Context: an optimization exercise on an open-source flow, tuned for small area, a short achievable clock period and few clock cycles. The choices shown serve that exercise and are no tape-out recipe. In this exercise RTL edits were held to simulation tests only and were not proved equivalent to the original.

==> inputs of 03-27 <==
Design surfaceUnit, start of the top module:
module surfaceUnit #(
    parameter int FRAC_BITS   = 16,
    parameter int CHECKER_BIT = 18
) (
    input  logic        clk,
    input  logic        resetn,
    input  logic        addInput,
    input  surfacePkg::fixedT       rayOrigX,
    input  surfacePkg::fixedT       rayOrigY,
    input  surfacePkg::fixedT       rayOrigZ,
    input  surfacePkg::fixedT       rayDirX,
    input  surfacePkg::fixedT       rayDirY,
    input  surfacePkg::fixedT       rayDirZ,
    input  surfacePkg::pixelT       pixelX,
    input  surfacePkg::pixelT       pixelY,
    input  surfacePkg::bounceT      bounceLevel,
    input  surfacePkg::colorT       lastColor,
    output logic        fifoFull,
    output logic        rayStart,
    input  logic        hitValid,
    input  surfacePkg::fixedT       hitT,
    input  surfacePkg::primIndexT   hitPrim,
    input  surfacePkg::surfaceTypeT hitSurface,
    input  surfacePkg::colorT       hitColor,
    input  logic        candDone,
    input  logic        outputFull,
    output logic        valid,
    output surfacePkg::colorT       outColor,
    output surfacePkg::surfaceTypeT outSurface,
    output surfacePkg::primIndexT   outPrim,
    output surfacePkg::fixedT       hitPosX,
    output surfacePkg::fixedT       hitPosY,
    output surfacePkg::fixedT       hitPosZ,
    output surfacePkg::fixedT       shadowDirX,
    output surfacePkg::fixedT       shadowDirY,
    output surfacePkg::fixedT       shadowDirZ,
    output surfacePkg::pixelT       outPixelX,
    output surfacePkg::pixelT       outPixelY,
    output surfacePkg::bounceT      outBounce,
    output surfacePkg::colorT       outLastColor,
    input  logic        cfgWrite,
    input  surfacePkg::cfgAddrT     cfgAddr,
    input  logic [31:0] cfgData
);
export LEC_CHECK = 0
export ABC_CLOCK_PERIOD_IN_PS = 3000
export CAP_MARGIN = 20
export CORE_MARGIN = 2
export CORE_UTILIZATION = 58
export CTS_CLUSTER_DIAMETER = 75
export CTS_CLUSTER_SIZE = 28
export PLACE_DENSITY = 0.72
export SLEW_MARGIN = 20
create_clock -name core_clock -period 11.0 [get_ports {clk}]
standard.sh (not shown) runs the stock make flow with config.mk's settings and CLKGATE_MAP_FILE= SYNTH_SCRIPT=/design/flow/synth_recipe.tcl, a recipe that flattens the netlist after the stock synthesis.
==> flow/flow/run.sh <==
#!/bin/bash
# Standard layout, with timing repair aiming for extra setup slack
# (the clock period and constraints are the design's, unchanged).
set -o pipefail
cp standard.sh standard_sh_copy.log 2>/dev/null
export SETUP_SLACK_MARGIN=7
# Port buffers: the smallest plain buffer instead of the default pick
export BUFFER_PORTS_ARGS="-buffer_cell sky130_fd_sc_hd__buf_1"
bash standard.sh > standard_flow.log 2>&1
==> 10-02 (differences from 03-27) <==
==> flow/run.sh (new file) <==
#!/bin/bash
# synth_recipe.tcl (not shown) runs the flow's synth.tcl, then flattens the netlist and writes it again
# the make line also repeats each setting of config.mk as NAME=value (left out here)
make -C /OpenROAD-flow-scripts/flow DESIGN_CONFIG=/design/flow/config.mk WORK_HOME=/design/flow/orfs CLKGATE_MAP_FILE= SYNTH_SCRIPT=/design/flow/synth_recipe.tcl finish
Settings changed: CORE_UTILIZATION 58 to 40, CTS_CLUSTER_DIAMETER 75 to not set, CTS_CLUSTER_SIZE 28 to not set, PLACE_DENSITY 0.72 to 0.6, SETUP_SLACK_MARGIN set to 5.
removed: flow/flow/run.sh
removed: flow/standard.sh
==> notes <==
In 10-02 the die area is larger than in 03-27, by about 44%.
10-02 went through all stages and came out clean. 03-27 produced a clean layout.
Of 10-02 and 03-27, 10-02 has the higher critical path depth (gap 3).
In sequential cell count, 10-02 and 03-27 do not differ.
Of 10-02 and 03-27, 03-27 has the higher register-to-register slack (gap 1.0 ns).
Between 10-02 and 03-27, the lower clock skew is in 10-02 (gap 0.011 ns).
Testbench counts of 03-27, summed over its fixed seeds: cycles 9,983.
Testbench counts of 10-02, summed over its fixed seeds: cycles 9,983.

---

==> inputs of exp/pepper <==
Another version of the RTL of surfaceUnit (not shown whole).
Design surfaceUnit, start of the top module:
module surfaceUnit #(
    parameter int FRAC_BITS   = 16,
    parameter int CHECKER_BIT = 18
) (
    input  logic        clk,
    input  logic        resetn,
    input  logic        addInput,
    input  surfacePkg::fixedT       rayOrigX,
    input  surfacePkg::fixedT       rayOrigY,
    input  surfacePkg::fixedT       rayOrigZ,
    input  surfacePkg::fixedT       rayDirX,
    input  surfacePkg::fixedT       rayDirY,
    input  surfacePkg::fixedT       rayDirZ,
    input  surfacePkg::pixelT       pixelX,
    input  surfacePkg::pixelT       pixelY,
    input  surfacePkg::bounceT      bounceLevel,
    input  surfacePkg::colorT       lastColor,
    output logic        fifoFull,
    output logic        rayStart,
    input  logic        hitValid,
    input  surfacePkg::fixedT       hitT,
    input  surfacePkg::primIndexT   hitPrim,
    input  surfacePkg::surfaceTypeT hitSurface,
    input  surfacePkg::colorT       hitColor,
    input  logic        candDone,
    input  logic        outputFull,
    output logic        valid,
    output surfacePkg::colorT       outColor,
    output surfacePkg::surfaceTypeT outSurface,
    output surfacePkg::primIndexT   outPrim,
    output surfacePkg::fixedT       hitPosX,
    output surfacePkg::fixedT       hitPosY,
    output surfacePkg::fixedT       hitPosZ,
    output surfacePkg::fixedT       shadowDirX,
    output surfacePkg::fixedT       shadowDirY,
    output surfacePkg::fixedT       shadowDirZ,
    output surfacePkg::pixelT       outPixelX,
    output surfacePkg::pixelT       outPixelY,
    output surfacePkg::bounceT      outBounce,
    output surfacePkg::colorT       outLastColor,
    input  logic        cfgWrite,
    input  surfacePkg::cfgAddrT     cfgAddr,
    input  logic [31:0] cfgData
);
Settings: LEC_CHECK=0, ABC_CLOCK_PERIOD_IN_PS=3000, CAP_MARGIN=20, CORE_MARGIN=2, CORE_UTILIZATION=58, CTS_BUF_LIST=sky130_fd_sc_hd__clkbuf_4 sky130_fd_sc_hd__clkbuf_8, PLACE_DENSITY=0.72, SLEW_MARGIN=20; clock period 11.0 ns.
==> flow/flow/run.sh <==
#!/bin/bash
# Standard layout, with timing repair aiming for extra setup slack
# (the clock period and constraints are the design's, unchanged).
set -o pipefail
cp standard.sh standard_sh_copy.log 2>/dev/null
export SETUP_SLACK_MARGIN=7
# Port buffers: the smallest plain buffer instead of the default pick
export BUFFER_PORTS_ARGS="-buffer_cell sky130_fd_sc_hd__buf_1"
bash standard.sh > standard_flow.log 2>&1
==> exp/harbor: changes against exp/pepper <==
--- a/flow/config.mk
+++ b/flow/config.mk
@@ -9,6 +9,5 @@
 export CAP_MARGIN = 20
 export CORE_MARGIN = 2
-export CORE_UTILIZATION = 58
-export CTS_BUF_LIST = sky130_fd_sc_hd__clkbuf_4 sky130_fd_sc_hd__clkbuf_8
-export PLACE_DENSITY = 0.72
+export CORE_UTILIZATION = 40
+export PLACE_DENSITY = 0.6
 export SLEW_MARGIN = 20
==> exp/amber: changes against exp/pepper <==
--- a/flow/config.mk
+++ b/flow/config.mk
@@ -6,9 +6,8 @@
 export NUM_CORES = 4
 export LEC_CHECK = 0
-export ABC_CLOCK_PERIOD_IN_PS = 3000
+export ABC_AREA = 1
 export CAP_MARGIN = 20
 export CORE_MARGIN = 2
 export CORE_UTILIZATION = 58
-export CTS_BUF_LIST = sky130_fd_sc_hd__clkbuf_4 sky130_fd_sc_hd__clkbuf_8
 export PLACE_DENSITY = 0.72
 export SLEW_MARGIN = 20
==> run summary <==
Between exp/harbor and exp/amber, the lower fmax is in exp/harbor (gap 1.6%, measured against exp/amber).
Die area: exp/harbor > exp/amber > exp/pepper.
Between exp/amber and exp/pepper, the lower non-clock buffer count is in exp/amber (gap 30).
Hold slack, highest first: exp/amber, exp/harbor, exp/pepper.
In synthesized area, exp/harbor and exp/pepper do not differ.
The highest clock-buffer cell count belongs to exp/pepper, the lowest to exp/amber.
Against exp/harbor, the global-route usage of exp/amber is higher by 8.4 points.
Utilization: exp/harbor < exp/amber < exp/pepper.
==> figures <==
Multi-input gate area: exp/harbor 25000 um^2; exp/pepper 24900 um^2; exp/amber 24200 um^2
Req. time, crit path: exp/harbor 11.53 ns; exp/pepper 11.67 ns; exp/amber 11.66 ns
Post-synthesis xor/xnor area fraction: exp/harbor 7.17%; exp/pepper 7.17%; exp/amber 6.63%
Met2 routing resource usage after global routing: exp/harbor 33.8%; exp/pepper 44.7%; exp/amber 45.6%
Initial Utilization: exp/harbor 40.3%; exp/pepper 58.6%; exp/amber 58.3%
Endpoint of the worst setup timing path: exp/harbor hitPosY[30]; exp/pepper hitPosY[26]; exp/amber i_mul.r826
Nonclk buf count: exp/harbor 780; exp/pepper 780; exp/amber 750
Worst slew pin tran: exp/harbor 1.04 ns; exp/pepper 1.02 ns; exp/amber 1.20 ns
Slowest cell on crit path: exp/harbor sky130_fd_sc_hd__fa_1; exp/pepper sky130_fd_sc_hd__fa_1; exp/amber sky130_fd_sc_hd__inv_1
Wire length per cell: exp/harbor 23.7 um; exp/pepper 23.9 um; exp/amber 22.8 um
Status: exp/harbor timing/DRC/antenna clean; exp/pepper timing/DRC/antenna clean; exp/amber timing/DRC/antenna clean
Final hold slack: exp/harbor 0.403 ns; exp/pepper 0.399 ns; exp/amber 0.408 ns
Worst Setup SP: exp/harbor i_mul.r768; exp/pepper i_mul.r796; exp/amber mulDir[25]
Horizontal die dimension: exp/harbor 417 um; exp/pepper 347 um; exp/amber 348 um
Final std cells w/o fill: exp/harbor 7696; exp/pepper 7131; exp/amber 7757
Final worst slack: exp/harbor 6.97 ns; exp/pepper 6.96 ns; exp/amber 7.04 ns
Maximum cell stage delay along the critical path: exp/harbor 0.56 ns; exp/pepper 0.51 ns; exp/amber 0.86 ns
Number of cells on the critical path: exp/harbor 14; exp/pepper 13; exp/amber 7
Testbench counts of exp/pepper, summed over its fixed seeds: cycles 9,983.
Testbench counts of exp/harbor, summed over its fixed seeds: cycles 9,983.
Testbench counts of exp/amber, summed over its fixed seeds: cycles 9,983.

[separate check: timing with driven ports]
How much do the figures lean on ideal ports? The routed layouts below were timed once more, with nothing changed but the port constraints.
Step 1 (the two cells are an assumption about what drives the block):
set clk [get_ports {clk}]
set_driving_cell -lib_cell sky130_fd_sc_hd__clkbuf_16 $clk
set_driving_cell -lib_cell sky130_fd_sc_hd__buf_2 [delete_from_list [all_inputs] $clk]
Step 2 times the ports against the registers' clock, not the clock port: input delays grow and output delays shrink by t, the midpoint of the rising clock arrivals with the driver on.
a / b / c = ideal / step 1 / step 2; a / b = the first two.
| run | shift t [ns] | slack for setup (ns) | hold WS [ns] | worst setup path at the end |
|---|---|---|---|---|
| 03-27 | 0.773 | 7.038 / 7.038 / 6.567 | 0.412 / 0.412 / 0.412 | input to register |
| 10-02 | 0.882 | 5.990 / 5.990 / 5.990 | 0.410 / 0.410 / 0.410 | register to register |
| exp/pepper | 0.994 | 6.960 / 6.960 / 6.909 | 0.399 / 0.399 / 0.399 | input to register |
| exp/harbor | 0.889 | 6.971 / 6.971 / 6.585 | 0.403 / 0.403 / 0.403 | input to register |
| exp/amber | 0.846 | 7.036 / 7.036 / 6.574 | 0.408 / 0.408 / 0.408 | input, reset recovery |
After both steps setup and hold are still met in every run listed. For 03-27, which loses most, drivers alone change the setup slack by 0.000 ns; drivers and shift together by -0.471 ns. Setup slack includes reset recovery checks.
